What follows belongs to an exercise in optimizing a design on an open flow for small area, a short achievable clock period and few clock cycles per item; a production flow would make more cautious choices. RTL that was checked went through simulation tests only; none was proved equivalent to the original. Function not checked in runs 1 and 6: the RTL went through the layout flow alone. No activity file was given, so power comes from the tool's default toggle rates.

===== design.v =====
package audio_pkg;
    typedef logic signed [15:0] sample_t;    
    typedef struct packed {
        sample_t left;                       
        sample_t right;
    } stereo_t;
    typedef logic [$clog2(16)-1:0] win_idx_t;
    typedef struct packed {
        logic first;                         
        logic last;                          
    } frame_tag_t;
    typedef struct packed {
        logic     slot;
        win_idx_t index;
        stereo_t  data;
    } buf_wr_t;
    localparam logic [16*16-1:0] hann_coef = {
        16'd1247,  16'd4799,  16'd10114, 16'd16384,
        16'd22654, 16'd27969, 16'd31522, 16'd32768,
        16'd31522, 16'd27969, 16'd22654, 16'd16384,
        16'd10114, 16'd4799,  16'd1247,  16'd0
    };
endpackage
package sdram_pkg;
    typedef logic [23-1:0] mem_addr_t;    
    typedef logic [31:0]              mem_data_t;    
    typedef struct packed {
        logic      read;
        logic      write;
        mem_addr_t addr;
        mem_data_t writedata;                        
    } mem_req_t;
endpackage
module pitch_mul_a (
    input  logic [15:0] x,
    input  logic [3:0]  cidx,
    output logic [22:0] s,
    output logic [22:0] c,
    output logic        cin
);
    logic [30:0] xs;
    logic [30:0] r0, r1, r2, r3, r4, k, rt;
    logic [3:0] e0;
    logic n0;
    logic [2:0] e1;
    logic n1;
    logic [2:0] e2;
    logic n2;
    logic [2:0] e3;
    logic n3;
    logic [0:0] e4;
    logic n4;
    logic et;
    assign xs = {{15{x[15]}}, x};
    always_comb begin
        e0 = '0; n0 = 1'b0; e1 = '0; n1 = 1'b0; e2 = '0; n2 = 1'b0; e3 = '0; n3 = 1'b0; e4 = '0; n4 = 1'b0; et = 1'b0; k = '0;
        case (cidx)
            4'd0: begin  end    
            4'd1: begin e0[3] = 1'b1; e1[2] = 1'b1; e2[2] = 1'b1; n2 = 1'b1; e3[2] = 1'b1; n3 = 1'b1; k = 31'd33; end    
            4'd2: begin e0[2] = 1'b1; e1[1] = 1'b1; e2[0] = 1'b1; n2 = 1'b1; e3[0] = 1'b1; n3 = 1'b1; e4[0] = 1'b1; n4 = 1'b1; k = 31'd321; end    
            4'd3: begin e0[1] = 1'b1; e1[0] = 1'b1; e2[1] = 1'b1; n2 = 1'b1; e3[1] = 1'b1; k = 31'd128; end    
            4'd4: begin e0[0] = 1'b1; end    
            4'd5: begin e0[1] = 1'b1; n0 = 1'b1; e1[0] = 1'b1; n1 = 1'b1; e2[1] = 1'b1; e3[1] = 1'b1; n3 = 1'b1; et = 1'b1; k = 31'd10242; end    
            4'd6: begin e0[2] = 1'b1; n0 = 1'b1; e1[1] = 1'b1; n1 = 1'b1; e2[0] = 1'b1; e3[0] = 1'b1; e4[0] = 1'b1; et = 1'b1; k = 31'd5120; end    
            4'd7: begin e0[3] = 1'b1; n0 = 1'b1; e1[2] = 1'b1; n1 = 1'b1; e2[2] = 1'b1; e3[1] = 1'b1; et = 1'b1; k = 31'd1280; end    
            4'd8: begin et = 1'b1; end    
            4'd9: begin e0[3] = 1'b1; n0 = 1'b1; e1[2] = 1'b1; n1 = 1'b1; e2[2] = 1'b1; e3[1] = 1'b1; et = 1'b1; k = 31'd1280; end    
            4'd10: begin e0[2] = 1'b1; n0 = 1'b1; e1[1] = 1'b1; n1 = 1'b1; e2[0] = 1'b1; e3[0] = 1'b1; e4[0] = 1'b1; et = 1'b1; k = 31'd5120; end    
            4'd11: begin e0[1] = 1'b1; n0 = 1'b1; e1[0] = 1'b1; n1 = 1'b1; e2[1] = 1'b1; e3[1] = 1'b1; n3 = 1'b1; et = 1'b1; k = 31'd10242; end    
            4'd12: begin e0[0] = 1'b1; end    
            4'd13: begin e0[1] = 1'b1; e1[0] = 1'b1; e2[1] = 1'b1; n2 = 1'b1; e3[1] = 1'b1; k = 31'd128; end    
            4'd14: begin e0[2] = 1'b1; e1[1] = 1'b1; e2[0] = 1'b1; n2 = 1'b1; e3[0] = 1'b1; n3 = 1'b1; e4[0] = 1'b1; n4 = 1'b1; k = 31'd321; end    
            4'd15: begin e0[3] = 1'b1; e1[2] = 1'b1; e2[2] = 1'b1; n2 = 1'b1; e3[2] = 1'b1; n3 = 1'b1; k = 31'd33; end    
            default: ;
        endcase
    end
    logic [30:0] xs0;
    assign xs0 = {{15{x[15] ^ n0}}, x ^ {16{n0}}};
    assign r0 = ({31{e0[0]}} & (xs0 << 14))
        | ({31{e0[1]}} & (xs0 << 13))
        | ({31{e0[2]}} & (xs0 << 12))
        | ({31{e0[3]}} & (xs0 << 10));
    logic [30:0] xs1;
    assign xs1 = {{15{x[15] ^ n1}}, x ^ {16{n1}}};
    assign r1 = ({31{e1[0]}} & (xs1 << 11))
        | ({31{e1[1]}} & (xs1 << 10))
        | ({31{e1[2]}} & (xs1 << 8));
    logic [30:0] xs2;
    assign xs2 = {{15{x[15] ^ n2}}, x ^ {16{n2}}};
    assign r2 = ({31{e2[0]}} & (xs2 << 8))
        | ({31{e2[1]}} & (xs2 << 7))
        | ({31{e2[2]}} & (xs2 << 5));
    logic [30:0] xs3;
    assign xs3 = {{15{x[15] ^ n3}}, x ^ {16{n3}}};
    assign r3 = ({31{e3[0]}} & (xs3 << 6))
        | ({31{e3[1]}} & (xs3 << 1))
        | ({31{e3[2]}} & (xs3 << 0));
    logic [30:0] xs4;
    assign xs4 = {{15{x[15] ^ n4}}, x ^ {16{n4}}};
    assign r4 = ({31{e4[0]}} & (xs4 << 0));
    assign rt = {31{et}} & {xs[15:0], 15'd0};
    logic [30:0] t0, u0, m0;
    assign t0 = r0 ^ r1 ^ r2;
    assign m0 = (r0 & r1) | (r0 & r2) | (r1 & r2);
    assign u0 = {m0[29:0], 1'b0};
    logic [30:0] t1, u1, m1;
    assign t1 = r3 ^ r4 ^ k;
    assign m1 = (r3 & r4) | (r3 & k) | (r4 & k);
    assign u1 = {m1[29:0], 1'b0};
    logic [30:0] t2, u2, m2;
    assign t2 = t0 ^ u0 ^ t1;
    assign m2 = (t0 & u0) | (t0 & t1) | (u0 & t1);
    assign u2 = {m2[29:0], 1'b0};
    logic [30:0] t3, u3, m3;
    assign t3 = t2 ^ u2 ^ u1;
    assign m3 = (t2 & u2) | (t2 & u1) | (u2 & u1);
    assign u3 = {m3[29:0], 1'b0};
    logic [30:0] t4, u4, m4;
    assign t4 = t3 ^ u3 ^ rt;
    assign m4 = (t3 & u3) | (t3 & rt) | (u3 & rt);
    assign u4 = {m4[29:0], 1'b0};
    logic [8:0] lo_sum;
    assign lo_sum = {1'b0, t4[7:0]} + {1'b0, u4[7:0]};
    assign cin = lo_sum[8];
    assign s = t4[30:8];
    assign c = u4[30:8];
endmodule
module pitch_core (
    input  logic       i_clk,
    input  logic       reset,
    input  logic       start,
    input  sdram_pkg::mem_addr_t  src_addr,
    input  sdram_pkg::mem_addr_t  dst_addr,
    input  logic [3:0] speed,
    output logic       done,
    output sdram_pkg::mem_req_t   mem_req,
    input  sdram_pkg::mem_data_t  mem_readdata,
    input  logic       finished
);
    typedef sdram_pkg::mem_addr_t mem_addr_t;
    typedef enum logic [2:0] {S_IDLE, S_HDR, S_LEN, S_LEN2, S_WALK, S_END, S_DONE} state_e;
    state_e      st;
    logic        hdr_first;
    logic [3:0]  h;
    logic        lt8;                
    logic        eq8;                
    logic [2:0]  step;               
    logic [2:0]  r;                  
    mem_addr_t   srcq;               
    mem_addr_t   dstq;               
    logic [23:0] lmh;                
    logic [23:0] remh;               
    mem_addr_t   wa;                 
    mem_addr_t   rp;                 
    logic [3:0]  d;                  
    logic        first;              
    logic [1:0]  nsh;                
    logic [31:0] lo, hi, nxt;
    logic        nxt_v;
    logic        nx_wrap;            
    logic [3:0]  nx_d;
    logic [2:0]  nx_inc;             
    logic        nx_sh;              
    logic [1:0]  cstep;
    logic [15:0] a_x;
    logic [3:0]  a_c;
    logic        a_v, a_last, a_ch, a_init;
    logic [22:0] qs, qc;             
    logic        qcin;
    logic        q_v, q_last, q_ch, q_init;
    logic [15:0] acc_l, acc_r;
    logic [31:0] res;
    logic        res_v;
    mem_addr_t   res_addr;
    logic        req_rd, req_wr;
    mem_addr_t   req_addr;
    logic [31:0] req_wdata;
    assign mem_req = {req_rd, req_wr, req_addr, req_wdata};
    function automatic logic [8:0] nx_of(input logic [3:0] dv, input logic lt8_i,
                                         input logic eq8_i, input logic [3:0] h_i,
                                         input logic [2:0] step_i);
        logic [4:0] ds;
        logic       w;
        logic [2:0] inc;
        if (lt8_i) begin
            w   = (dv >= h_i);
            ds  = w ? {1'b0, dv - h_i} : {1'b0, dv} + {2'b0, step_i};
            inc = step_i;
        end else begin
            ds  = {1'b0, dv} + {2'b0, step_i};
            w   = (ds >= {1'b0, h_i});
            if (w) ds = ds - {1'b0, h_i};
            inc = w ? {2'b0, eq8_i} : step_i;
        end
        nx_of = {w, ds[3:0], inc, lt8_i ? !w : 1'b1};
    endfunction
    logic [8:0]  nx_a, nx_b;
    logic [3:0]  d_b;
    assign d_b  = (st == S_WALK) ? {1'b0, r + 3'd1} : 4'd0;
    assign nx_a = nx_of(nx_d, lt8, eq8, h, step);
    assign nx_b = nx_of(d_b, lt8, eq8, h, step);
    logic [8:0]  nx_sel;
    assign nx_sel = (advance && !chain_end) ? nx_a : nx_b;
    logic        chain_end, last_chain, pf_next;
    assign chain_end  = remh[23] & (nx_wrap | (!lt8 & nx_d[3]));
    assign last_chain = ((r + 3'd1) == step);
    assign pf_next    = lt8 ? (nx_sh || (!remh[23] && remh[22:3] != 20'd0)) : !chain_end;
    logic [23:0] rem_sub;
    assign rem_sub = remh - ((st == S_LEN) ? 24'd16 : {20'd0, h});
    logic        has_out, pos_ok;
    logic [1:0]  c_last;
    logic        slot_ok, issue, issue_last, advance;
    logic        port_free, rd_fin, avail, fetched;
    logic [1:0]  need, nsh_after;
    logic        shift_now;
    logic        fin_now, wr_avail, rd_possible, want_cur, want_pf, wr_issue, rd_issue;
    mem_addr_t   rd_addr;
    assign has_out = (d[3] == 1'b0);
    assign pos_ok  = (st == S_WALK) && (nsh == 2'd0);
    assign c_last  = (lt8 ? first : (d == 4'd0 && !first)) ? 2'd1 : 2'd3;
    assign fin_now    = q_v && q_last;                   
    assign slot_ok    = !(a_v && a_last) && !fin_now && !res_v;
    logic        early_ok;
    assign early_ok   = (st == S_WALK) && (nsh == 2'd1) && !eq8 && !cstep[1];
    assign issue      = (pos_ok || early_ok) && has_out
                        && ((cstep != c_last) || (pos_ok && slot_ok));
    assign issue_last = issue && (cstep == c_last);
    assign advance    = pos_ok && (!has_out || issue_last);
    assign port_free = !(req_rd | req_wr) | finished;
    assign rd_fin    = finished & req_rd & (st == S_WALK);
    assign avail     = nxt_v | rd_fin;
    assign fetched   = nxt_v | req_rd;
    always_comb begin
        if (!advance)       need = nsh;
        else if (chain_end) need = last_chain ? 2'd0 : (lt8 ? 2'd2 : 2'd1);
        else                need = {1'b0, nx_sh};
    end
    assign shift_now = (st == S_WALK) && (need != 2'd0) && avail;
    assign nsh_after = need - {1'b0, shift_now};
    assign wr_avail    = res_v || fin_now;
    assign rd_possible = (st == S_WALK) && !req_rd && !nxt_v;
    assign want_cur    = (nsh != 2'd0);
    assign want_pf     = pos_ok && (pf_next || (chain_end && !last_chain));
    assign wr_issue    = port_free && wr_avail && !(rd_possible && want_cur);
    assign rd_issue    = port_free && rd_possible && !wr_issue && (want_cur || want_pf);
    assign rd_addr     = (pos_ok && chain_end) ? srcq : rp;
    logic [15:0] x;
    logic        selw, is_tail;
    logic [22:0] ms, mc;
    logic        mcin;
    always_comb begin
        selw = cstep[1] | eq8 | nsh[0];
        case ({selw, cstep[0]})
            2'd0: x = lo[31:16];
            2'd1: x = lo[15:0];
            2'd2: x = hi[31:16];
            default: x = hi[15:0];
        endcase
        is_tail = lt8 ? cstep[1] : !cstep[1];
    end
    pitch_mul_a i_mul (.x(a_x), .cidx(a_c), .s(ms), .c(mc), .cin(mcin));
    logic [22:0] tot;
    logic [15:0] acc_in, sum;
    logic [31:0] out_word;
    assign acc_in   = q_init ? 16'd0 : (q_ch ? acc_r : acc_l);
    assign tot      = {acc_in, 7'd0} + qs + qc + {22'd0, qcin};
    assign sum      = tot[22:7];
    assign out_word = q_ch ? {acc_l, sum} : {sum, acc_r};
    always_ff @(posedge i_clk) begin
        if (reset) begin
            st            <= S_IDLE;
            done          <= 1'b0;
            req_rd  <= 1'b0;
            req_wr <= 1'b0;
            nsh           <= 2'd0;
            nxt_v         <= 1'b0;
            a_v           <= 1'b0;
            q_v           <= 1'b0;
            res_v         <= 1'b0;
        end else begin
            done <= 1'b0;
            a_v  <= issue;
            q_v  <= a_v;
            if (port_free) begin
                req_rd  <= 1'b0;
                req_wr <= 1'b0;
            end
            if (wr_issue) req_wr <= 1'b1;
            if (rd_issue) req_rd  <= 1'b1;
            if (st == S_WALK) nsh <= nsh_after;
            if (shift_now)   nxt_v <= 1'b0;
            else if (rd_fin) nxt_v <= 1'b1;
            if (fin_now && !wr_issue) res_v <= 1'b1;
            else if (wr_issue)        res_v <= 1'b0;
            case (st)
                S_IDLE: if (start) begin
                    req_rd <= 1'b1;
                    st           <= S_HDR;
                end
                S_HDR: if (finished) st <= S_LEN;
                S_LEN: st <= (lmh[22:4] == 19'd0) ? S_END : S_LEN2;
                S_LEN2: begin
                    nsh <= lt8 ? 2'd2 : 2'd1;
                    st  <= S_WALK;
                end
                S_WALK: if (advance && chain_end && last_chain) st <= S_END;
                S_END: begin
                    if (!a_v && !q_v && !res_v && (!req_wr || finished)) begin
                        done <= 1'b1;
                        st   <= S_DONE;
                    end
                end
                S_DONE: st <= S_IDLE;
                default: st <= S_IDLE;
            endcase
        end
    end
    always_ff @(posedge i_clk) begin
        a_x     <= x;
        a_c     <= {is_tail, d[2:0]};
        a_ch    <= cstep[0];
        a_init  <= !cstep[1] || (lt8 ? (d == 4'd0) : first);
        a_last  <= (cstep == c_last);
        qs      <= ms;
        qc      <= mc;
        qcin    <= mcin;
        q_ch    <= a_ch;
        q_init  <= a_init;
        q_last  <= a_last;
        if (advance || st == S_LEN2) begin
            nx_wrap <= nx_sel[8];
            nx_d    <= nx_sel[7:4];
            nx_inc  <= nx_sel[3:1];
            nx_sh   <= nx_sel[0];
        end
        if (shift_now) begin
            lo <= hi;
            hi <= nxt_v ? nxt : mem_readdata;
        end else if (rd_fin) begin
            nxt <= mem_readdata;
        end
        if (q_v) begin
            if (q_ch) acc_r <= sum;
            else      acc_l <= sum;
        end
        if (fin_now) res <= out_word;
        if (wr_issue) begin
            req_addr      <= res_addr;
            req_wdata <= res_v ? res : out_word;
        end
        if (rd_issue) begin
            req_addr <= rd_addr;
            rp       <= rd_addr;
        end
        if (rd_fin) rp <= rp + mem_addr_t'(step);
        case (st)
            S_IDLE: begin
                srcq      <= src_addr;
                dstq      <= dst_addr;
                h         <= (speed == 4'd0) ? 4'd8 : speed;
                hdr_first <= 1'b1;
                req_addr <= src_addr;
            end
            S_HDR: begin
                hdr_first <= 1'b0;
                if (hdr_first) begin
                    srcq <= srcq + 1'b1;
                    dstq <= dstq + 1'b1;
                    lt8  <= (h < 4'd8);
                    eq8  <= (h == 4'd8);
                    step <= (h < 4'd8) ? 3'(4'd8 - h) : (h == 4'd8) ? 3'd1 : 3'(h - 4'd8);
                end
                lmh  <= {1'b0, mem_readdata[31:9]};
                remh <= {1'b0, mem_readdata[31:9]};
            end
            S_LEN: remh <= rem_sub;
            S_LEN2: begin
                lmh   <= rem_sub;
                remh  <= rem_sub;
                r     <= 3'd0;
                d     <= 4'd0;
                first <= 1'b1;
                wa    <= dstq;
                rp    <= srcq;
                srcq  <= srcq + 1'b1;
                dstq  <= dstq + 1'b1;
                cstep <= lt8 ? 2'd0 : 2'd2;
            end
            S_WALK: begin
                if (issue) cstep <= cstep + 2'd1;
                if (issue_last) res_addr <= wa;
                if (advance) begin
                    if (chain_end) begin
                        r     <= r + 3'd1;
                        d     <= {1'b0, r + 3'd1};
                        first <= 1'b1;
                        remh  <= lmh;
                        wa    <= dstq;
                        dstq  <= dstq + 1'b1;
                        srcq  <= srcq + 1'b1;
                        cstep <= lt8 ? 2'd0 : 2'd2;
                        if (!fetched && !rd_issue) rp <= srcq;
                    end else begin
                        d  <= nx_d;
                        wa <= wa + mem_addr_t'(nx_inc);
                        if (nx_wrap) begin
                            first <= 1'b0;
                            remh  <= rem_sub;
                        end
                        if (lt8) cstep <= (nx_d == 4'd0 && !(first && !nx_wrap)) ? 2'd2 : 2'd0;
                        else     cstep <= (first && !nx_wrap) ? 2'd2 : 2'd0;
                    end
                end
            end
            default: ;
        endcase
    end
endmodule

===== constraint.sdc =====
create_clock -name core_clock -period 10.0 [get_ports {i_clk}]
set_input_delay 2.0000 -clock core_clock [delete_from_list [all_inputs] [get_ports {i_clk}]]
set_output_delay 2.0000 -clock core_clock [all_outputs]
set_load 0.01 [all_outputs]

===== standard.sh =====
#!/bin/bash
# synth_recipe.tcl (not shown) runs the flow's synth.tcl, then flattens the netlist and writes it again
# the make line also repeats each setting of config.mk as NAME=value (left out here)
make -C /OpenROAD-flow-scripts/flow DESIGN_CONFIG=/design/flow/config.mk WORK_HOME=/design/flow/orfs CLKGATE_MAP_FILE= SYNTH_SCRIPT=/design/flow/synth_recipe.tcl "${@:-finish}"

===== config.mk =====
export PLATFORM = sky130hd
export DESIGN_NAME = pitch_core
export DESIGN_NICKNAME = pitch_core
export VERILOG_FILES = /design/flow/design.v
export SDC_FILE = /design/flow/constraint.sdc
export NUM_CORES = 4
export LEC_CHECK = 0
export CAP_MARGIN = 20
export CORE_MARGIN = 2
export CORE_UTILIZATION = 40
export CTS_BUF_LIST = sky130_fd_sc_hd__clkbuf_8
export CTS_CLUSTER_SIZE = 30
export SETUP_SLACK_MARGIN = 5
export SLEW_MARGIN = 20

===== flow/run.sh =====
#!/bin/bash
set -e
MARGIN=${MARGIN:-6.5}
bash standard.sh finish SETUP_SLACK_MARGIN=$MARGIN > standard.log 2>&1

==> flow_metrics.py, run 1 <==
metrics = {
    "die": {
        "io_pins": 144,
        "die_w_um": 273,
        "core-area_sq_um": 71500,
        "fp.dieH_um": 273,
        "initial_core_util": 0.404,
        "die-area_sq_um": 74300,
        "core.rowCount": 98,
    },
    "clock_network": {
        "htree_levels": 3,
        "cts.root.buffer_cell": "clkbuf_8",
        "cts_buffer_depth": 3,
        "ctsHoldBuffers": 0,
        "clk_latency_ns": 0.69,
        "clk_transition_reported_paths_ns": 0.06,
        "clock_sinks": 505,
        "cts_tree": "yes",
        "cts_made_buffers": 89,
    },
    "critical_path": {
        "crit_path_max_incr_delay_ns": 0.54,
        "crit_path_start": "q_ch$_DFF_P_",
        "critPathLaunchType": "flop",
        "worst-endpoint-arrival_ns": 4.11,
        "critPathTopFamily": "compound AO/OA/AOI/OAI gates",
        "crit_top_cell": "mux2_4",
        "critPathKind": "flop to flop",
        "reg2reg_to": "req_wdata[14]$_DFFE_PP_",
        "cp_slowest_cell": "fa_1",
        "cp_num_buf_inv": 1,
        "cp_max_fo": 6,
        "r2r_slack_ns": 6.33,
        "reg2regPathDepth": 13,
        "cp-end-kind": "flop",
        "crit_cells": 13,
        "worstPathCellList": "buf_12 > mux2i_2 > nor2_1 > fa_1 > ha_4 > o21a_1 > o211a_4 > o31ai_4 > a31oi_4 > a211oi_4 > xnor2_2 > mux2_4 > mux2_4",
        "cp.required_ns": 10.44,
        "endpoint": "req_wdata[14]$_DFFE_PP_",
        "r2r-start": "q_ch$_DFF_P_",
    },
    "power_and_ir_drop": {
        "netSwitchingFraction": 0.375,
        "p_clk_frac": 0.206,
        "comb_power_share": 0.454,
        "peakVddDrop_v": 0.000127,
        "p_int_uw": 6150,
        "p_seq_frac": 0.339,
        "p_switching_uw": 3690,
        "p_leak_uw": 0.0136,
        "p_per_area_nw_per_um2": 279,
    },
    "place": {
        "portBuffers": 143,
        "hpwl_um": 49900,
        "place_congestion": 0.886,
        "place_area_sq_um": 31400,
    },
    "synth": {
        "netlist_instances": 2546,
        "synthSimpleGateAreaFrac": 0.112,
        "yosys_warnings": 2,
        "muxShareOfSynthArea": 0.0618,
        "async_reset_ff_frac": 0,
        "syn_avg_cell_area_sq_um": 11.3,
        "ys_seq_area_frac": 0.484,
        "synth_fa_ha_area_frac": 0.125,
        "synth-seq-cells": 505,
        "synth.distinct_cells": 90,
        "synth_compound_gate_area_share": 0.124,
        "netlist_area_sq_um": 28900,
        "synth_ff_type": "edfxtp_1",
        "synth_top_family_by_area": "adder cells",
        "postSynthNetCount": 2852,
        "synthXorXnorAreaFrac": 0.0566,
        "synth_edf_count": 384,
    },
    "sta": {
        "max_freq_ghz": 0.273,
        "setup_violations": 0,
        "period_minus_slack_ns": 3.67,
        "fin_crit_sh": 0.367,
        "fin_skew_ns": 0.0567,
        "finalSetupTns_ns": 0,
        "tightest_slew_ns": 0.996,
        "hold_viol_final": 0,
        "slew_violations": 0,
        "slew_headroom": 0.335,
        "rsz0062_at_grt": "true",
    },
    "layout": {
        "fin_nets": 3088,
        "area_growth_pct": 22.2,
        "fin_area_sq_um": 35300,
        "layout-drive-gt1-share": 0.208,
    },
    "global_route": {
        "grt_first_pass_wirelength_um": 117000,
        "grt_max_degree": 91,
        "antenna_found_initial": 3,
        "grt_usage": 0.198,
        "gr-total-overflow": 0,
        "grt_pass1_vias": 21200,
    },
    "worst_hold_path": {
        "hold_path.class": "flop to flop",
        "hp-start": "a_ch$_DFF_P_",
    },
    "route": {
        "vias_per_cell": 5.51,
        "wl_um": 74700,
        "via_count": 21000,
        "routedWlPerCell_um": 19.6,
        "ant_nets": 0,
        "drtIter0Drc": 1682,
        "drc": 0,
        "dr.pass1.iters": 7,
    },
    "flow_run": {
        "drv_cap": 0,
    },
    "run_status": {
        "status": "complete, no violations",
    },
}
-- cell families (layout without fill, tap and decap cells) --
logic type,after synthesis,in the layout
flip-flops,505,505
adder cells (fa/ha/maj),220,220
AO/OA/AOI/OAI,516,517
multiplexers,146,146
AND/OR/NAND/NOR,705,707
buffers and inverters,270,579
other,0,1
XOR/XNOR,184,184
-- cells in the final DEF (no fill, tap or decap), types with 17 or more instances in the layout --
cell type | synthesis | final
edfxtp_1 | 384 | 384
clkbuf_8 | 0 | 98
nand3_1 | 55 | 52
and3_1 | 36 | 33
o21ai_0 | 123 | 119
nor2_1 | 186 | 175
clkinv_1 | 2 | 21
buf_4 | 3 | 117
dfxtp_1 | 121 | 96
a21oi_1 | 72 | 61
a22oi_1 | 21 | 21
fa_1 | 113 | 106
clkinv_2 | 0 | 17
clkdlybuf4s50_1 | 0 | 84
xor2_1 | 90 | 72
nand2_1 | 266 | 258
mux2_2 | 97 | 82
inv_1 | 114 | 118
xnor2_1 | 92 | 88
dlygate4sd2_1 | 0 | 56
and2_1 | 33 | 33
nor3_1 | 21 | 19
a31oi_1 | 19 | 18
ha_1 | 107 | 92
a211oi_1 | 26 | 24
mux2i_1 | 32 | 26
o22ai_1 | 32 | 31
a221oi_1 | 32 | 31
a21o_1 | 33 | 33
-- state kept, by name (all words and copies together), names as in the netlist, 4 cells and up --
| register | cells |
|---|---|
| d | 4 |
| nxt | 32 |
| wa | 23 |
| hi | 32 |
| lmh | 24 |
| nx_d | 4 |
| srcq | 23 |
| i_mul.k | 6 |
| rp | 23 |
| acc_r | 16 |
| req_addr | 23 |
| h | 4 |
| dstq | 23 |
| acc_l | 16 |
| qs | 23 |
| qc | 23 |
| res | 32 |
| res_addr | 23 |
| req_wdata | 32 |
| remh | 24 |
| a_x | 16 |
| lo | 32 |
-- per-layer routing --
metal  GRT usage  vias up  share of wire  wire length (um)
met3      0.0318      163          0.055              4100
li1            -     9756              -                 -
met4      0.0761        4          0.032              2380
met1       0.255    10400           0.42             31500
met5           0        -        0.00035                26
met2       0.334      676           0.49             36700
-- cell usage after synthesis (17+ instances only) --
master,instances,share of area
nor2_1,186,0.024
nand2_1,266,0.035
mux2_2,97,0.038
nor3_1,21,0.0036
mux2i_1,32,0.011
ha_1,107,0.046
clkbuf_1,115,0.015
inv_1,114,0.015
a22oi_1,21,0.0055
a31oi_1,19,0.0041
and2_1,33,0.0072
xor2_1,90,0.027
a211oi_1,26,0.0068
o21ai_0,123,0.021
o21ai_1,17,0.0029
fa_1,113,0.078
nand3_1,55,0.0095
a21oi_1,72,0.012
edfxtp_1,384,0.40
a21o_1,33,0.0086
and3_1,36,0.0078
xnor2_1,92,0.028
o22ai_1,32,0.0069
a221oi_1,32,0.0097
dfxtp_1,121,0.084
-- stage by stage --
step | utilization | instances | hold WS, ns | power, uW | worst slack [ns]
after floorplan | - | 2546 | 0.310 | 6210 | 5.74
after global placement | 0.439 | 3521 | 0.313 | 7160 | 4.88
after detailed placement | 0.440 | 3523 | 0.312 | 7300 | 4.78
after CTS | 0.483 | 3762 | 0.325 | 9740 | 6.31
after global routing | 0.493 | 3809 | 0.330 | 10600 | 6.22
final | 0.493 | 3809 | 0.317 | 9850 | 6.33
-- power groups by stage --
stage / registers, uW / logic, uW / clock network (uW)
after global routing: 3380 / 5040 / 2180
after global placement: 3360 / 3800 / 0
after CTS: 3330 / 4320 / 2090
final: 3340 / 4480 / 2030
after detailed placement: 3370 / 3930 / 0
after floorplan: 3220 / 2990 / 0
-- worst min path at each step --
stage / endpoint / slack, ns / cells after the start
after detailed placement: q_init$_DFF_P_ / 0.31 / 0
after CTS: q_init$_DFF_P_ / 0.33 / 0
final: q_ch$_DFF_P_ / 0.32 / 0
after floorplan: q_ch$_DFF_P_ / 0.31 / 0
after global placement: q_init$_DFF_P_ / 0.31 / 0
after global routing: q_ch$_DFF_P_ / 0.33 / 0
-- area by class of cell --
type / count / area, sq um
inverters: 117 / 469
clock inverters: 69 / 554
flip-flops and latches: 505 / 14000
repair buffers: 294 / 2860
clock buffers: 98 / 1350
fillers: 6350 / 36200
well taps: 950 / 1190
multi-input cells: 1774 / 14800
diodes: 1 / 2.50
repair inverters: 1 / 5.00
-- repair_timing --
action,in CTS,in global routing
gates resized for setup,205,75
pin swaps,40,49
setup buffers,62,42
cloned,10,4
endpoints found under the setup margin,381,189
==> run 2: changes to the inputs <==
--- a/design.v
+++ b/design.v
@@ -99,13 +99,15 @@
     assign xs4 = {{15{x[15] ^ n4}}, x ^ {16{n4}}};
     assign r4 = ({31{e4[0]}} & (xs4 << 0));
     assign rt = {31{et}} & {xs[15:0], 15'd0};
+    logic [30:0] rtk;
+    assign rtk = rt | k;
     logic [30:0] t0, u0, m0;
     assign t0 = r0 ^ r1 ^ r2;
     assign m0 = (r0 & r1) | (r0 & r2) | (r1 & r2);
     assign u0 = {m0[29:0], 1'b0};
     logic [30:0] t1, u1, m1;
-    assign t1 = r3 ^ r4 ^ k;
-    assign m1 = (r3 & r4) | (r3 & k) | (r4 & k);
+    assign t1 = r3 ^ r4 ^ rtk;
+    assign m1 = (r3 & r4) | (r3 & rtk) | (r4 & rtk);
     assign u1 = {m1[29:0], 1'b0};
     logic [30:0] t2, u2, m2;
     assign t2 = t0 ^ u0 ^ t1;
@@ -115,15 +117,11 @@
     assign t3 = t2 ^ u2 ^ u1;
     assign m3 = (t2 & u2) | (t2 & u1) | (u2 & u1);
     assign u3 = {m3[29:0], 1'b0};
-    logic [30:0] t4, u4, m4;
-    assign t4 = t3 ^ u3 ^ rt;
-    assign m4 = (t3 & u3) | (t3 & rt) | (u3 & rt);
-    assign u4 = {m4[29:0], 1'b0};
     logic [8:0] lo_sum;
-    assign lo_sum = {1'b0, t4[7:0]} + {1'b0, u4[7:0]};
+    assign lo_sum = {1'b0, t3[7:0]} + {1'b0, u3[7:0]};
     assign cin = lo_sum[8];
-    assign s = t4[30:8];
-    assign c = u4[30:8];
+    assign s = t3[30:8];
+    assign c = u3[30:8];
 endmodule
 module pitch_core (
     input  logic       i_clk,
@@ -164,11 +162,11 @@
     logic [1:0]  cstep;
     logic [15:0] a_x;
     logic [3:0]  a_c;
-    logic        a_v, a_last, a_ch, a_init;
+    logic        a_v, a_last, a_init;
     logic [22:0] qs, qc;             
     logic        qcin;
-    logic        q_v, q_last, q_ch, q_init;
-    logic [15:0] acc_l, acc_r;
+    logic        q_v, q_last, q_init;
+    logic [15:0] acc0, acc1;         
     logic [31:0] res;
     logic        res_v;
     mem_addr_t   res_addr;
@@ -262,10 +260,10 @@
     logic [22:0] tot;
     logic [15:0] acc_in, sum;
     logic [31:0] out_word;
-    assign acc_in   = q_init ? 16'd0 : (q_ch ? acc_r : acc_l);
+    assign acc_in   = q_init ? 16'd0 : acc1;
     assign tot      = {acc_in, 7'd0} + qs + qc + {22'd0, qcin};
     assign sum      = tot[22:7];
-    assign out_word = q_ch ? {acc_l, sum} : {sum, acc_r};
+    assign out_word = {acc0, sum};      
     always_ff @(posedge i_clk) begin
         if (reset) begin
             st            <= S_IDLE;
@@ -318,13 +316,11 @@
     always_ff @(posedge i_clk) begin
         a_x     <= x;
         a_c     <= {is_tail, d[2:0]};
-        a_ch    <= cstep[0];
         a_init  <= !cstep[1] || (lt8 ? (d == 4'd0) : first);
         a_last  <= (cstep == c_last);
         qs      <= ms;
         qc      <= mc;
         qcin    <= mcin;
-        q_ch    <= a_ch;
         q_init  <= a_init;
         q_last  <= a_last;
         if (advance || st == S_LEN2) begin
@@ -340,8 +336,8 @@
             nxt <= mem_readdata;
         end
         if (q_v) begin
-            if (q_ch) acc_r <= sum;
-            else      acc_l <= sum;
+            acc1 <= acc0;
+            acc0 <= sum;
         end
         if (fin_now) res <= out_word;
         if (wr_issue) begin
==> flow/run.sh (replaced) <==
#!/bin/bash
set -e
MARGIN=${MARGIN:-6.9}
bash standard.sh finish SETUP_SLACK_MARGIN=$MARGIN > standard.log 2>&1
--- a/config.mk
+++ b/config.mk
@@ -8,7 +8,5 @@
 export CAP_MARGIN = 20
 export CORE_MARGIN = 2
 export CORE_UTILIZATION = 40
-export CTS_BUF_LIST = sky130_fd_sc_hd__clkbuf_8
-export CTS_CLUSTER_SIZE = 30
 export SETUP_SLACK_MARGIN = 5
 export SLEW_MARGIN = 20
==> run 2 against run 1 <==
Combinational power decreased by 51%. Cell area decreased by 2.1%. Worst setup slack improved by 0.32 ns. Non-clock buffer count increased by 21. Final cell count decreased by 4.0%. Register-to-register slack improved by 0.40 ns. Synthesized area decreased by 3.8%. Clock-buffer cell count decreased by 32. Sequential share of layout area increased by 0.79 points. Sequential cell count decreased by 2. Total power decreased by 28%. Global-route usage increased by 0.41 points.
==> flow_metrics.py, run 2 <==
metrics = {
    "critical_path": {
        "crit_path_max_incr_delay_ns": 0.49,
        "cp.required_ns": 8.00,
        "worst-endpoint-arrival_ns": 1.35,
        "critPathLaunchType": "flop",
        "cp_slowest_cell": "edfxtp_1",
        "critPathTopFamily": "flip-flops",
        "cp_num_buf_inv": 1,
        "critPathKind": "flop to output port",
        "worstPathCellList": "buf_2",
        "cp-end-kind": "output port",
        "cp_max_fo": 1,
    },
    "place": {
        "hpwl_um": 48100,
        "portBuffers": 143,
        "place_congestion": 0.884,
        "place_ws_ns": 4.86,
    },
    "global_route": {
        "grt_max_degree": 91,
        "antenna_found_initial": 0,
        "grt_first_pass_wirelength_um": 114000,
        "grt_usage": 0.202,
        "grt_pass1_vias": 20200,
        "gr-total-overflow": 0,
    },
    "synth": {
        "yosysTopAreaCell": "edfxtp_1",
        "synth-seq-cells": 503,
        "synth_edf_count": 384,
        "syn_avg_cell_area_sq_um": 11.4,
        "yosysMostFrequentCell": "edfxtp_1",
        "synth_ff_type": "edfxtp_1",
        "yosys-top-cells-count": "edfxtp_1, nand2_1, o21ai_0",
        "async_reset_ff_frac": 0,
        "netlist_area_sq_um": 27800,
        "yosys_warnings": 2,
        "synth.distinct_cells": 80,
        "ys_seq_area_frac": 0.501,
        "postSynthNetCount": 2726,
        "synthTopCellsByArea": "edfxtp_1, dfxtp_1, fa_1",
        "yosysTopAreaCellShare": 0.415,
        "netlist_instances": 2437,
    },
    "clock_network": {
        "cts_made_buffers": 56,
        "cts_buffer_depth": 3,
        "clk_latency_ns": 0.66,
        "clk_transition_reported_paths_ns": 0.06,
        "cts_tree": "yes",
        "clock_sinks": 503,
        "cts.root.buffer_cell": "clkbuf_16",
        "htree_levels": 2,
    },
    "worst_hold_path": {
        "hold_path.class": "flop to flop",
    },
    "sta": {
        "finalSetupTns_ns": 0,
        "setup_violations": 0,
        "fin_skew_ns": 0.0660,
        "slew_violations": 0,
        "hold_viol_final": 0,
        "rsz0062_at_grt": "true",
        "period_minus_slack_ns": 3.35,
        "tightest_slew_ns": 0.993,
        "layout_setup_ws_ns": 6.65,
        "slew_headroom": 0.338,
        "fin_crit_sh": 0.335,
        "max_freq_ghz": 0.299,
    },
    "power_and_ir_drop": {
        "p_per_area_nw_per_um2": 205,
        "p_switching_uw": 2270,
        "p_clk_frac": 0.281,
        "peakVddDrop_v": 0.000140,
        "p_seq_frac": 0.408,
        "comb_power_share": 0.311,
        "netSwitchingFraction": 0.321,
        "p_leak_uw": 0.0133,
        "p_int_uw": 4820,
    },
    "route": {
        "met1Wirelength_um": 31800,
        "drtIter0Drc": 1925,
        "wl_um": 74800,
        "via_count": 20100,
        "highest_layer": "met4",
        "dr_wl_met3_um": 4390,
        "ant_nets": 0,
        "dr.pass1.iters": 10,
        "routedWlPerCell_um": 20.5,
        "vias_per_cell": 5.50,
        "met2_length_um": 36000,
        "drc": 0,
    },
    "die": {
        "die_w_um": 267,
        "die-area_sq_um": 71500,
        "core-area_sq_um": 68700,
        "core.rowCount": 96,
        "io_pins": 144,
        "initial_core_util": 0.404,
        "fp.dieH_um": 267,
    },
    "layout": {
        "n_antenna_cell": 0,
        "area_growth_pct": 24.3,
        "layout-drive-gt1-share": 0.243,
        "fin_nets": 2966,
        "utilization": 0.502,
        "mostFrequentLayoutCell": "edfxtp_1",
        "mostFrequentLayoutCells": "edfxtp_1, nand2_1, o21ai_0",
    },
    "run_status": {
        "status": "complete, no violations",
    },
    "flow_run": {
        "drv_cap": 0,
    },
}
-- run 2: cell count changes after synthesis, sizes merged, moves of 11 or more --
cell and change:
a221oi -11, and2 -14, o221ai +11, and3 -14, ha -17, o21ai +28, mux2 -15, mux2i -22
inv +28, a211oi -16, nand2 +40, nor2b +18, nor2 -58
-- run 2: cells by family after synthesis --
family	synth area share
and+or+nand+nor	0.108
DFF	0.501
AOI/OAI and AO/OA	0.121
buffers and inverters	0.0395
adders and majority gates	0.122
xor gates and xnor gates	0.0583
muxes	0.0502
-- run 2: repair_timing --
item / 4_1_cts / 5_1_grt
cloned: 9 / 8
buffers inserted: 92 / 42
pin swaps: 60 / 92
setup endpoints to repair: 515 / 372
resized for setup: 419 / 177
hold buffers: 0 / 0
-- run 2: final cells by class --
| class | count | area [sq um] |
|---|---|---|
| inverters | 144 | 577 |
| well taps | 931 | 1160 |
| multi-input cells | 1656 | 14000 |
| repair buffers | 315 | 2980 |
| clock inverters | 40 | 305 |
| repair inverters | 1 | 7.51 |
| fillers | 6017 | 34200 |
| clock buffers | 66 | 1470 |
| flip-flops and latches | 503 | 14000 |
-- run 2: power by group through the flow --
stage	Sequential (uW)	Combinational (uW)	Clock, uW
6_report	2890	2210	1990
3_5_place_dp	2930	1790	0
4_1_cts	2880	2030	2030
2_1_floorplan	2850	1320	0
3_3_place_gp	2920	1740	0
5_1_grt	2920	2460	2100
-- run 2: worst paths after layout --
path	cells past startpoint	endpoint	from	slack, ns
setup / recovery	1	mem_req[37]	req_addr[5]$_DFFE_PP_	6.65
hold / removal	0	q_init$_DFF_P_	a_init$_DFF_P_	0.33
setup reg to reg	12	req_wdata[15]$_DFFE_PP_	q_init$_DFF_P_	6.73
hold reg to reg	0	q_init$_DFF_P_	a_init$_DFF_P_	0.33
-- run 2: stage by stage --
step / total power, uW / cells / hold slack, ns / area [sq um]
CTS: 6940 / 3605 / 0.328 / 33300
floorplan: 4170 / 2437 / 0.310 / 28000
global route: 7470 / 3656 / 0.344 / 34500
finish: 7090 / 3656 / 0.333 / 34500
detailed placement: 4720 / 3398 / 0.320 / 30200
global placement: 4660 / 3398 / 0.316 / 30200
-- run 2: per-layer routing --
metal,up-vias,track usage
li1,9254,-
met1,9939,0.269
met2,746,0.338
met3,173,0.0257
met4,0,0.0737
met5,-,0
Testbench counts of run 2, summed over its fixed seeds: cycles 105,755, words 16,960.
==> run 3: changes to the inputs <==
==> flow/run.sh (replaced) <==
#!/bin/bash
set -e
MARGIN=${MARGIN:-6.5}
bash standard.sh finish SETUP_SLACK_MARGIN=$MARGIN > standard.log 2>&1
--- a/config.mk
+++ b/config.mk
@@ -10,3 +10,4 @@
 export CORE_UTILIZATION = 40
 export SETUP_SLACK_MARGIN = 5
 export SLEW_MARGIN = 20
+export TNS_END_PERCENT = 10
==> run 3 against run 2 <==
Cell area fell by 5.3%. Sequential cell count did not move. Still clean. Clock skew is 0.025 ns lower. Core utilization shrank 2.7 points. Sequential share of layout area grew 2.1 points. Maximum frequency fell by 8.3%. Critical path type unchanged. Critical path depth did not move. Largest cell class is now flip-flops and latches. Clock-buffer cell count is 8 higher.
==> flow_metrics.py, run 3 <==
metrics = {
    "global_route": {
        "grt_first_pass_wirelength_um": 108000,
        "grt_pass1_vias": 19400,
        "grt_max_degree": 91,
        "grt_usage": 0.190,
        "antenna_found_initial": 3,
        "gr-total-overflow": 0,
    },
    "layout": {
        "multiInputGateArea_sq_um": 13000,
        "area_growth_pct": 17.8,
        "fill_cells": 6251,
        "layout-drive-gt1-share": 0.131,
        "mostFrequentLayoutCell": "edfxtp_1",
        "mostFrequentLayoutCells": "edfxtp_1, nand2_1, o21ai_0",
        "fin_nets": 2853,
        "fin_area_sq_um": 32700,
        "ff_latch_area_sq_um": 13900,
        "n_antenna_cell": 0,
    },
    "synth": {
        "yosysTopAreaCellShare": 0.415,
        "postSynthNetCount": 2726,
        "yosys_warnings": 2,
        "yosysTopAreaCell": "edfxtp_1",
        "netlist_area_sq_um": 27800,
        "synth-seq-cells": 503,
        "yosysMostFrequentCell": "edfxtp_1",
        "netlist_instances": 2437,
        "synth.distinct_cells": 80,
        "synth_edf_count": 384,
        "yosys-top-cells-count": "edfxtp_1, nand2_1, o21ai_0",
        "ys_seq_area_frac": 0.501,
        "synthTopCellsByArea": "edfxtp_1, dfxtp_1, fa_1",
        "async_reset_ff_frac": 0,
        "syn_avg_cell_area_sq_um": 11.4,
        "synth_ff_type": "edfxtp_1",
    },
    "route": {
        "routedWlPerCell_um": 19.1,
        "vias_per_cell": 5.36,
        "dr.pass1.iters": 8,
        "drc": 0,
        "wl_um": 67500,
        "via_count": 19000,
        "ant_nets": 0,
        "drtIter0Drc": 1407,
    },
    "die": {
        "die_w_um": 267,
        "core-area_sq_um": 68700,
        "initial_core_util": 0.404,
        "fp.dieH_um": 267,
        "io_pins": 144,
        "core.rowCount": 96,
        "die-area_sq_um": 71500,
    },
    "critical_path": {
        "cp-end-kind": "output port",
        "critPathLaunchType": "flop",
        "cp_max_fo": 1,
        "crit_cells": 1,
        "cp_num_buf_inv": 1,
        "critPathKind": "flop to output port",
        "crit_path_max_incr_delay_ns": 0.59,
        "cp.required_ns": 8.00,
        "cp_slowest_cell": "clkdlybuf4s50_1",
        "worstPathCellList": "clkdlybuf4s50_1",
        "worst-endpoint-arrival_ns": 1.65,
        "critPathTopFamily": "buffers and inverters",
        "reg2regPathDepth": 7,
    },
    "sta": {
        "max_freq_ghz": 0.274,
        "rsz0062_at_grt": "true",
        "slew_violations": 0,
        "setup_violations": 0,
        "hold_viol_final": 0,
        "slew_headroom": 0.340,
        "finalSetupTns_ns": 0,
        "fin_skew_ns": 0.0412,
        "fin_crit_sh": 0.365,
        "tightest_slew_ns": 0.990,
        "period_minus_slack_ns": 3.65,
        "whs_ns": 0.324,
    },
    "flow_run": {
        "drv_cap": 0,
    },
    "worst_hold_path": {
        "hold_path.class": "flop to flop",
        "hold_depth": 0,
    },
    "power_and_ir_drop": {
        "p_switching_uw": 2110,
        "p_per_area_nw_per_um2": 211,
        "p_leak_uw": 0.0124,
        "comb_power_share": 0.264,
        "fin_total_pwr_uw": 6900,
        "peakVddDrop_v": 0.000140,
        "p_seq_frac": 0.417,
        "netSwitchingFraction": 0.306,
        "p_clk_frac": 0.319,
        "p_int_uw": 4790,
    },
    "clock_network": {
        "clock_sinks": 503,
        "cts.root.buffer_cell": "clkbuf_16",
        "ctsHoldBuffers": 0,
        "clk_latency_ns": 0.64,
        "cts_tree": "yes",
        "cts_made_buffers": 56,
        "htree_levels": 2,
        "clk_transition_reported_paths_ns": 0.06,
        "cts_buffer_depth": 3,
    },
    "place": {
        "place_congestion": 0.890,
        "hpwl_um": 46700,
        "place_area_sq_um": 30200,
        "portBuffers": 143,
    },
    "run_status": {
        "status": "complete, no violations",
    },
}
-- run 3: cell counts after synthesis --
No cell type changed its count.
-- run 3: power by group through the flow --
stage                     Clock (uW)  Sequential, uW  Combinational (uW)
after detailed placement           0            2920                1780
after CTS                       2250            2880                1820
after floorplan                    0            2850                1310
after global routing            2330            2910                2080
final                           2200            2880                1820
after global placement             0            2910                1740
-- run 3: repair_timing --
item	CTS	global route
pin swaps	5	11
cloned	4	1
buffers inserted	5	16
endpoints found under the setup margin	415	201
resized for setup	48	29
-- run 3: stage by stage --
step                instances  setup slack [ns]  utilization
floorplan                2437              5.75            -
global placement         3411              4.72        0.439
detailed placement       3411              4.62        0.439
CTS                      3526              6.32        0.472
global route             3543              6.31        0.476
finish                   3543              6.35        0.476
-- run 3: cell type report --
| class | count | share of cell area |
|---|---|---|
| Multi-Input combinational cell | 1654 | 0.398 |
| Tap cell | 931 | 0.0356 |
| Timing Repair Buffer | 205 | 0.0621 |
| Sequential cell | 503 | 0.426 |
| Clock inverter | 32 | 0.0138 |
| Inverter | 144 | 0.0165 |
| Clock buffer | 74 | 0.0478 |
-- run 3: cell families after synthesis --
| logic type | share of synthesized area |
|---|---|
| fa+ha+maj | 0.122 |
| simple gates | 0.108 |
| xor+xnor | 0.0583 |
| buf+inv | 0.0395 |
| flops | 0.501 |
| compound gates | 0.121 |
| mux | 0.0502 |
-- run 3: worst paths after layout --
check                          from             end  slack [ns]
max          req_addr[22]$_DFFE_PP_     mem_req[54]        6.35
min                  a_init$_DFF_P_  q_init$_DFF_P_        0.32
max reg2reg          a_x[5]$_DFF_P_   qs[9]$_DFF_P_        6.52
min reg2reg          a_init$_DFF_P_  q_init$_DFF_P_        0.32
-- run 3: metal layers --
metal | track usage | vias up | wire length [um]
met3 | 0.0238 | 136 | 3300
li1 | - | 9019 | -
met5 | 0 | - | 22
met4 | 0.0672 | 4 | 2140
met2 | 0.310 | 527 | 31900
met1 | 0.260 | 9318 | 30100
==> run 4: changes to the inputs <==
--- a/config.mk
+++ b/config.mk
@@ -10,4 +10,3 @@
 export CORE_UTILIZATION = 40
 export SETUP_SLACK_MARGIN = 5
 export SLEW_MARGIN = 20
-export TNS_END_PERCENT = 10
==> run 4 against run 3 <==
Still clean on timing, DRC and antenna. Clock skew grew 0.0045 ns. Clock-buffer cell count grew 3. Sequential cell count is the same. Maximum frequency grew 5.2%. Synthesized area is the same. Final cell count is essentially flat. Sequential power is essentially flat. Non-clock buffer count shrank 3. Wire length grew 2.0%. Critical endpoint is now nx_inc[0]$_DFFE_PP_.
==> flow_metrics.py, run 4 <==
metrics = {
    "sta": {
        "slew_headroom": 0.337,
        "fin_crit_sh": 0.347,
        "max_freq_ghz": 0.288,
        "fin_skew_ns": 0.0457,
        "tightest_slew_ns": 0.991,
        "slew_violations": 0,
        "setup_violations": 0,
        "layout_setup_ws_ns": 6.53,
        "rsz0062_at_grt": "true",
        "period_minus_slack_ns": 3.47,
        "hold_viol_final": 0,
        "finalSetupTns_ns": 0,
    },
    "place": {
        "dp.cells": 3402,
        "place_congestion": 0.875,
        "portBuffers": 143,
        "place_ws_ns": 4.91,
        "hpwl_um": 47600,
    },
    "route": {
        "drtIter0Drc": 1653,
        "ant_nets": 0,
        "routedWlPerCell_um": 19.5,
        "vias_per_cell": 5.43,
        "via_count": 19200,
        "drc": 0,
        "wl_um": 68900,
        "dr.pass1.iters": 5,
    },
    "synth": {
        "synth_fa_ha_area_frac": 0.122,
        "synth_top_family_by_area": "adder cells",
        "async_reset_ff_frac": 0,
        "synth_compound_gate_area_share": 0.121,
        "yosys_warnings": 2,
        "yosysTopAreaCellShare": 0.415,
        "synthSimpleGateAreaFrac": 0.108,
        "synthXorXnorAreaFrac": 0.0583,
        "netlist_area_sq_um": 27800,
        "ys_seq_area_frac": 0.501,
        "synth_edf_count": 384,
        "synth_ff_type": "edfxtp_1",
        "postSynthNetCount": 2726,
        "yosys-top-cells-count": "edfxtp_1, nand2_1, o21ai_0",
        "yosysTopAreaCell": "edfxtp_1",
        "synthTopCellsByArea": "edfxtp_1, dfxtp_1, fa_1",
        "muxShareOfSynthArea": 0.0502,
        "syn_avg_cell_area_sq_um": 11.4,
        "yosysMostFrequentCell": "edfxtp_1",
        "netlist_instances": 2437,
        "synth-seq-cells": 503,
        "synth.distinct_cells": 80,
    },
    "worst_hold_path": {
        "hp-start": "a_init$_DFF_P_",
        "holdPathEnd": "q_init$_DFF_P_",
        "hold_path.class": "flop to flop",
        "hold_depth": 0,
    },
    "clock_network": {
        "clk_latency_ns": 0.65,
        "htree_levels": 2,
        "cts_tree": "yes",
        "clk_transition_reported_paths_ns": 0.06,
        "cts_buffer_depth": 3,
        "cts.root.buffer_cell": "clkbuf_16",
        "ctsHoldBuffers": 0,
        "clock_sinks": 503,
        "cts_made_buffers": 56,
    },
    "layout": {
        "stdcell_count": 3540,
        "mostFrequentLayoutCell": "edfxtp_1",
        "fill_cells": 6256,
        "layout-drive-gt1-share": 0.130,
        "multiInputGateArea_sq_um": 13100,
        "area_growth_pct": 17.1,
        "mostFrequentLayoutCells": "edfxtp_1, nand2_1, o21ai_0",
        "fin_nets": 2851,
        "n_antenna_cell": 0,
        "ff_latch_area_sq_um": 13900,
    },
    "global_route": {
        "grt_max_degree": 91,
        "antenna_found_initial": 2,
        "grt_first_pass_wirelength_um": 109000,
        "grt_pass1_vias": 19400,
        "grt_usage": 0.192,
        "gr-total-overflow": 0,
    },
    "power_and_ir_drop": {
        "fin_total_pwr_uw": 6710,
        "p_leak_uw": 0.0124,
        "p_per_area_nw_per_um2": 206,
        "peakVddDrop_v": 0.000162,
    },
    "die": {
        "die-area_sq_um": 71500,
        "core-area_sq_um": 68700,
        "initial_core_util": 0.404,
        "core.rowCount": 96,
        "io_pins": 144,
        "die_w_um": 267,
        "fp.dieH_um": 267,
    },
    "critical_path": {
        "cp-end-kind": "flop",
        "cp_max_fo": 8,
        "r2r_slack_ns": 6.53,
        "cp.required_ns": 10.40,
        "r2r-start": "st[2]$_SDFFE_PP0P_",
        "critPathLaunchType": "flop",
        "reg2regPathDepth": 12,
        "critPathKind": "flop to flop",
        "worst-endpoint-arrival_ns": 3.87,
        "reg2reg_to": "nx_inc[0]$_DFFE_PP_",
    },
    "flow_run": {
        "drv_cap": 0,
    },
    "run_status": {
        "status": "complete, no violations",
    },
}
==> run 4: cell counts after synthesis <==
Identical to the previous run, type by type.
==> run 4: kinds of logic (layout without fill, tap and decap cells) <==
| group | Yosys count | after routing |
|---|---|---|
| AO/OA/AOI/OAI | 501 | 501 |
| XOR/XNOR | 183 | 183 |
| adder cells (fa/ha/maj) | 203 | 203 |
| buffers and inverters | 281 | 451 |
| flip-flops | 503 | 503 |
| multiplexers | 109 | 109 |
| AND/OR/NAND/NOR | 657 | 659 |
==> run 4: worst max-delay path: stages (launching register included) <==
cell	delay, ns
dfxtp_4	0.39
nor3b_4	0.25
nand2b_1	0.12
inv_1	0.10
ha_2	0.20
fa_2	0.48
fa_2	0.38
a21o_1	0.16
a21o_1	0.20
o22a_2	0.24
nor3b_1	0.16
nor2_2	0.20
mux2_2	0.35
==> run 4: power by group <==
part           internal [uW]  switching [uW]
clock                   1140             881
sequential              2660             228
combinational            801             991
total                   4610            2100
==> run 4: through the flow <==
step	hold slack (ns)	cell area, sq um	utilization
after floorplan	0.310	27900	-
after global placement	0.314	30100	0.439
after detailed placement	0.325	30100	0.439
after CTS	0.338	32200	0.469
after global routing	0.348	32500	0.473
final	0.335	32500	0.473
==> run 4: timing repair <==
item,in CTS,in global routing
resized for setup,101,45
setup buffers,11,15
setup endpoints to repair,434,174
pin swaps,7,11
endpoints found under the hold margin,0,0
cloned,5,1
==> run 4: cell type report <==
cell class / instances / share of cell area
clock buffer: 77 / 0.0476
inverter: 144 / 0.0169
clock inverter: 28 / 0.00812
timing repair buffer: 202 / 0.0603
sequential: 503 / 0.429
multi-input combinational: 1655 / 0.402
tap: 931 / 0.0358
==> run 4: layer usage <==
layer	wire, um	GRT usage	vias up
met5	28	0	-
met4	1500	0.0486	4
met3	3720	0.0254	99
met2	33300	0.322	584
met1	30300	0.264	9487
li1	-	-	9031
==> run 4: worst max-delay path by stage <==
| stage | from | endpoint | slack [ns] | depth (start not counted) |
|---|---|---|---|---|
| final | st[2]$_SDFFE_PP0P_ | nx_inc[0]$_DFFE_PP_ | 6.53 | 12 |
| after floorplan | finished | nsh[1]$_SDFFE_PP0N_ | 5.75 | 9 |
| after CTS | st[2]$_SDFFE_PP0P_ | nx_inc[0]$_DFFE_PP_ | 6.24 | 12 |
| after detailed placement | finished | rp[19]$_DFF_P_ | 4.91 | 9 |
| after global placement | finished | rp[20]$_DFF_P_ | 5.07 | 9 |
| after global routing | st[1]$_SDFFE_PP0P_ | nx_inc[0]$_DFFE_PP_ | 6.36 | 12 |
==> run 5: changes to the inputs <==
--- a/config.mk
+++ b/config.mk
@@ -8,5 +8,8 @@
 export CAP_MARGIN = 20
 export CORE_MARGIN = 2
 export CORE_UTILIZATION = 40
+export CTS_BUF_LIST = sky130_fd_sc_hd__clkbuf_16
+export CTS_CLUSTER_DIAMETER = 80
+export CTS_CLUSTER_SIZE = 20
 export SETUP_SLACK_MARGIN = 5
 export SLEW_MARGIN = 20
==> run 5 against run 4 <==
Still clean. Core utilization down 0.85 points. Clock skew fell by 0.0078 ns. Critical path depth unchanged. Sequential cell count stayed put. Clock-buffer cell count decreased by 40. Worst hold slack worse by 0.0010 ns. Clock power down 25%. Sequential share of layout area increased by 0.80 points. Critical endpoint unchanged. Highest routed layer unchanged.
==> flow_metrics.py, run 5 <==
metrics = {
    "power_and_ir_drop": {
        "p_per_area_nw_per_um2": 194,
        "p_int_uw": 4200,
        "netSwitchingFraction": 0.322,
        "p_leak_uw": 0.0122,
        "comb_power_share": 0.289,
        "p_switching_uw": 1990,
        "p_clk_frac": 0.245,
        "peakVddDrop_v": 0.000132,
        "p_seq_frac": 0.466,
    },
    "place": {
        "place_ws_ns": 4.91,
        "place_congestion": 0.875,
        "portBuffers": 143,
        "hpwl_um": 47600,
    },
    "die": {
        "die_w_um": 267,
        "core-area_sq_um": 68700,
        "core.rowCount": 96,
        "io_pins": 144,
        "initial_core_util": 0.404,
        "die-area_sq_um": 71500,
        "fp.dieH_um": 267,
    },
    "global_route": {
        "grt_max_degree": 91,
        "grt_pass1_vias": 19200,
        "grt_usage": 0.192,
        "grt_first_pass_wirelength_um": 109000,
        "gr-total-overflow": 0,
        "antenna_found_initial": 4,
    },
    "layout": {
        "area_growth_pct": 15.0,
        "layout-drive-gt1-share": 0.120,
        "mostFrequentLayoutCells": "edfxtp_1, nand2_1, o21ai_0",
        "fill_cells": 6292,
        "mostFrequentLayoutCell": "edfxtp_1",
        "n_antenna_cell": 0,
        "fin_nets": 2832,
    },
    "route": {
        "drtIter0Drc": 1628,
        "routedWlPerCell_um": 19.6,
        "ant_nets": 0,
        "wl_um": 68500,
        "via_count": 19100,
        "drc": 0,
        "dr.pass1.iters": 7,
        "vias_per_cell": 5.47,
    },
    "sta": {
        "tightest_slew_ns": 0.999,
        "slew_headroom": 0.334,
        "setup_violations": 0,
        "rsz0062_at_grt": "true",
        "fin_skew_ns": 0.0379,
        "period_minus_slack_ns": 3.47,
        "max_freq_ghz": 0.288,
        "hold_viol_final": 0,
        "fin_crit_sh": 0.347,
        "slew_violations": 0,
        "whs_ns": 0.334,
        "layout_setup_ws_ns": 6.53,
        "finalSetupTns_ns": 0,
    },
    "critical_path": {
        "worstPathCellList": "nor3b_4 > nand2b_1 > inv_1 > ha_1 > fa_2 > fa_2 > a21o_1 > a21o_1 > o22a_2 > nor3b_1 > nor2_2 > mux2_2",
        "worst-endpoint-arrival_ns": 3.81,
        "critPathLaunchType": "flop",
        "critPathKind": "flop to flop",
        "cp-end-kind": "flop",
        "cp_slowest_cell": "fa_2",
        "cp_max_fo": 7,
        "cp.required_ns": 10.34,
        "crit_path_max_incr_delay_ns": 0.49,
    },
    "synth": {
        "synth-seq-cells": 503,
        "netlist_instances": 2437,
        "ys_seq_area_frac": 0.501,
        "yosysMostFrequentCell": "edfxtp_1",
        "yosysTopAreaCellShare": 0.415,
        "yosys_warnings": 2,
        "synthTopCellsByArea": "edfxtp_1, dfxtp_1, fa_1",
        "synth_edf_count": 384,
        "syn_avg_cell_area_sq_um": 11.4,
        "synth.distinct_cells": 80,
        "yosys-top-cells-count": "edfxtp_1, nand2_1, o21ai_0",
        "yosysTopAreaCell": "edfxtp_1",
        "async_reset_ff_frac": 0,
        "synth_ff_type": "edfxtp_1",
        "netlist_area_sq_um": 27800,
        "postSynthNetCount": 2726,
    },
    "clock_network": {
        "htree_levels": 2,
        "cts_tree": "yes",
        "clock_sinks": 503,
        "cts.root.buffer_cell": "clkbuf_16",
        "cts_buffer_depth": 3,
        "clk_latency_ns": 0.59,
        "clk_transition_reported_paths_ns": 0.09,
        "cts_made_buffers": 35,
    },
    "flow_run": {
        "drv_cap": 0,
    },
    "run_status": {
        "status": "complete, no violations",
    },
    "worst_hold_path": {
        "hold_path.class": "flop to flop",
    },
}
-- run 5: timing repair --
action / in CTS / in global routing
endpoints found under the setup margin: 408 / 206
hold buffers: 0 / 0
pin swaps: 10 / 8
gates cloned: 6 / 1
setup buffers: 19 / 8
gates resized for setup: 76 / 50
-- run 5: cell type report --
type,count,area [sq um],share of cell area
clock buffer,37,926,0.0290
clock inverter,26,229,0.00717
inverter,144,548,0.0172
multi-input combinational,1655,13100,0.409
sequential,503,14000,0.437
tap,931,1160,0.0365
timing repair buffer,204,2050,0.0641
-- run 5: cell families (layout without fill, tap and decap cells) --
| family | after synthesis | in the layout | share of synthesized area |
|---|---|---|---|
| muxes | 109 | 109 | 0.0502 |
| buffers and inverters | 281 | 411 | 0.0395 |
| and+or+nand+nor | 657 | 659 | 0.108 |
| xor gates and xnor gates | 183 | 183 | 0.0583 |
| DFF | 503 | 503 | 0.501 |
| adders and majority gates | 203 | 203 | 0.122 |
| AOI/OAI and AO/OA | 501 | 501 | 0.121 |
-- run 5: worst max-delay path: cells and delay by family (launching register included) --
kind | cells | cell delay (ns)
AO/OA/AOI/OAI | 3 | 0.60
flip-flops | 1 | 0.38
adder cells (fa/ha/maj) | 3 | 1.07
AND/OR/NAND/NOR | 4 | 0.74
multiplexers | 1 | 0.35
buffers and inverters | 1 | 0.10
-- run 5: worst paths after layout --
| check | cells after the start | start | slack [ns] | end |
|---|---|---|---|---|
| max | 12 | st[0]$_SDFFE_PP0P_ | 6.53 | nx_inc[0]$_DFFE_PP_ |
| min | 0 | a_init$_DFF_P_ | 0.33 | q_init$_DFF_P_ |
| max reg2reg | 12 | st[0]$_SDFFE_PP0P_ | 6.53 | nx_inc[0]$_DFFE_PP_ |
| min reg2reg | 0 | a_init$_DFF_P_ | 0.33 | q_init$_DFF_P_ |
-- run 5: power groups by stage --
stage          Combinational [uW]  Sequential, uW  Clock, uW
5_1_grt                      2040            2920       1630
3_5_place_dp                 1770            2920          0
3_3_place_gp                 1730            2920          0
6_report                     1790            2880       1520
2_1_floorplan                1310            2850          0
4_1_cts                      1810            2880       1560
-- run 5: stage by stage --
step / instance area [sq um] / cells / power (uW) / utilization
after global placement: 30100 / 3402 / 4650 / 0.439
final: 31900 / 3500 / 6190 / 0.465
after floorplan: 27900 / 2437 / 4160 / -
after detailed placement: 30100 / 3402 / 4700 / 0.439
after CTS: 31700 / 3490 / 6250 / 0.461
after global routing: 31900 / 3500 / 6590 / 0.465
-- run 5: metal layers --
| layer | GRT usage | up-vias | share of wire |
|---|---|---|---|
| li1 | - | 8959 | - |
| met3 | 0.0272 | 89 | 0.055 |
| met5 | 0 | - | 0.00041 |
| met4 | 0.0399 | 4 | 0.018 |
| met1 | 0.263 | 9508 | 0.44 |
| met2 | 0.324 | 572 | 0.49 |
==> run 6: changes to the inputs <==
--- a/design.v
+++ b/design.v
@@ -236,12 +236,13 @@
     assign shift_now = (st == S_WALK) && (need != 2'd0) && avail;
     assign nsh_after = need - {1'b0, shift_now};
     assign wr_avail    = res_v || fin_now;
-    assign rd_possible = (st == S_WALK) && !req_rd && !nxt_v;
-    assign want_cur    = (nsh != 2'd0);
-    assign want_pf     = pos_ok && (pf_next || (chain_end && !last_chain));
+    assign rd_possible = (st == S_WALK) && !nxt_v && (!req_rd || (need != 2'd0));
+    assign want_cur    = req_rd ? (need == 2'd2) : (nsh != 2'd0);
+    assign want_pf     = req_rd ? (!advance && nsh == 2'd1 && pf_next)
+                                : (pos_ok && (pf_next || (chain_end && !last_chain)));
     assign wr_issue    = port_free && wr_avail && !(rd_possible && want_cur);
     assign rd_issue    = port_free && rd_possible && !wr_issue && (want_cur || want_pf);
-    assign rd_addr     = (pos_ok && chain_end) ? srcq : rp;
+    assign rd_addr     = req_rd ? rp + mem_addr_t'(step) : ((pos_ok && chain_end) ? srcq : rp);
     logic [15:0] x;
     logic        selw, is_tail;
     logic [22:0] ms, mc;
--- a/config.mk
+++ b/config.mk
@@ -8,8 +8,5 @@
 export CAP_MARGIN = 20
 export CORE_MARGIN = 2
 export CORE_UTILIZATION = 40
-export CTS_BUF_LIST = sky130_fd_sc_hd__clkbuf_16
-export CTS_CLUSTER_DIAMETER = 80
-export CTS_CLUSTER_SIZE = 20
 export SETUP_SLACK_MARGIN = 5
 export SLEW_MARGIN = 20
==> run 6 against run 5 <==
Still clean on timing, DRC and antenna. Wire length up 6.2%. Sequential cell count stayed put. Clock power rose by 36%. Final cell count is 6.5% higher. Via count rose by 7.5%. Synthesized cell count up 6.6%. Global-route usage grew 0.49 points. Cell area increased by 6.0%. First-iteration DRC count is 2.9% lower. Worst hold slack worse by 0.0046 ns. Critical path type is now flop to output port.
==> flow_metrics.py, run 6 <==
metrics = {
    "synth": {
        "syn_avg_cell_area_sq_um": 11.1,
        "synth.distinct_cells": 88,
        "synth_edf_count": 384,
        "async_reset_ff_frac": 0,
        "postSynthNetCount": 2886,
        "synth_ff_type": "edfxtp_1",
        "yosysMostFrequentCell": "edfxtp_1",
        "synth-seq-cells": 503,
        "yosys-top-cells-count": "edfxtp_1, nand2_1, nor2_1",
        "netlist_area_sq_um": 28700,
        "ys_seq_area_frac": 0.485,
        "synthTopCellsByArea": "edfxtp_1, dfxtp_1, fa_1",
    },
    "power_and_ir_drop": {
        "fin_total_pwr_uw": 6870,
        "p_leak_uw": 0.0128,
        "peakVddDrop_v": 0.000123,
    },
    "die": {
        "initial_core_util": 0.403,
        "core-area_sq_um": 71200,
    },
    "route": {
        "dr.pass1.iters": 7,
        "routedWlPerCell_um": 19.5,
        "wl_um": 72800,
        "ant_nets": 0,
        "via_count": 20600,
    },
    "layout": {
        "fin_nets": 3022,
        "mostFrequentLayoutCell": "edfxtp_1",
        "area_growth_pct": 17.9,
    },
    "critical_path": {
        "critPathLaunchType": "flop",
        "reg2reg_to": "nx_inc[0]$_DFFE_PP_",
        "crit_path_max_incr_delay_ns": 0.53,
        "worst-endpoint-arrival_ns": 1.45,
        "cp_slowest_cell": "clkdlybuf4s50_1",
        "cp.required_ns": 8.00,
        "critPathKind": "flop to output port",
        "crit_cells": 1,
    },
    "global_route": {
        "antenna_found_initial": 2,
        "grt_first_pass_wirelength_um": 116000,
    },
    "flow_run": {
        "drv_cap": 0,
    },
    "sta": {
        "rsz0062_at_grt": "true",
        "slew_violations": 0,
        "slew_headroom": 0.375,
        "max_freq_ghz": 0.290,
    },
    "worst_hold_path": {
        "hold_depth": 0,
    },
    "run_status": {
        "status": "complete, no violations",
    },
    "clock_network": {
        "clk_latency_ns": 0.63,
        "cts.root.buffer_cell": "clkbuf_16",
        "clk_transition_reported_paths_ns": 0.06,
        "htree_levels": 2,
        "cts_buffer_depth": 3,
    },
    "place": {
        "hpwl_um": 49200,
        "dp.cells": 3574,
    },
}
[run 6: cell count changes after synthesis, moves of 20 or more]
cell	previous run	this run
nor2_1	129	202
a21oi_1	68	137
o21ai_0	168	119
mux2i_1	10	32
clkbuf_1	106	126
nand2_1	306	266
[run 6: repair_timing]
action	4_1_cts	5_1_grt
endpoints found under the setup margin	332	139
pin swaps	17	19
hold endpoints to repair	0	0
cloned	6	1
gates resized for setup	110	58
buffers inserted	26	19
[run 6: how the worst max path moves through the flow]
stage	endpoint	slack, ns
after global placement	rp[2]$_DFF_P_	4.95
after CTS	nx_inc[0]$_DFFE_PP_	6.37
after global routing	remh[18]$_DFFE_PP_	6.41
final	mem_req[24]	6.55
after detailed placement	rp[0]$_DFF_P_	4.85
after floorplan	nsh[1]$_SDFFE_PP0N_	5.72
[run 6: layer usage]
| layer | up-vias | track usage |
|---|---|---|
| met4 | 4 | 0.0629 |
| met3 | 128 | 0.0285 |
| li1 | 9637 | - |
| met2 | 683 | 0.341 |
| met5 | - | 0 |
| met1 | 10100 | 0.253 |
[run 6: final cells by class]
type	instances	area, sq um
Inverter	155	591
Clock buffer	71	1480
Sequential cell	503	13900
Tap cell	950	1190
Multi-Input combinational cell	1792	14200
Clock inverter	31	350
Fill cell	6383	37400
Timing Repair Buffer	226	2130
[run 6: cells by family (layout without fill, tap and decap cells)]
group,count (synthesis),count (layout),synth area share
compound gates,544,545,0.127
xor+xnor,188,188,0.0578
fa+ha+maj,203,203,0.118
flops,503,503,0.485
buf+inv,307,483,0.0415
simple gates,727,731,0.117
mux,125,125,0.0542
[run 6: stage by stage]
step           area (sq um)  setup WS [ns]  hold WS, ns
2_1_floorplan         28800           5.72        0.310
3_3_place_gp          31100           4.95        0.316
3_5_place_dp          31100           4.85        0.314
4_1_cts               33500           6.37        0.332
5_1_grt               33800           6.41        0.347
6_report              33800           6.55        0.329
[run 6: worst register-to-register path, stage by stage, from the launching register on]
cell	delay, ns
dfxtp_4	0.37
or3b_4	0.53
nor2_2	0.26
ha_1	0.32
xor2_2	0.21
ha_1	0.33
a21o_1	0.16
o22a_2	0.21
nor2_2	0.06
a211oi_4	0.31
mux2_2	0.38
[run 6: where the power goes]
group | leakage (uW) | internal, uW | switching, uW
Combinational | 0.00737 | 869 | 1080
Sequential | 0.00455 | 2640 | 222
Clock | 0.000894 | 1210 | 855
Total | 0.0128 | 4720 | 2150

Re-timed with assumed drivers on the ports (clkbuf_16 on the clock, buf_2 on other inputs), run 6 has 6.479 ns of setup slack against 6.551 ns with ideal ports, and 5.896 ns once port delays also move by the mid clock arrival of 0.683 ns.
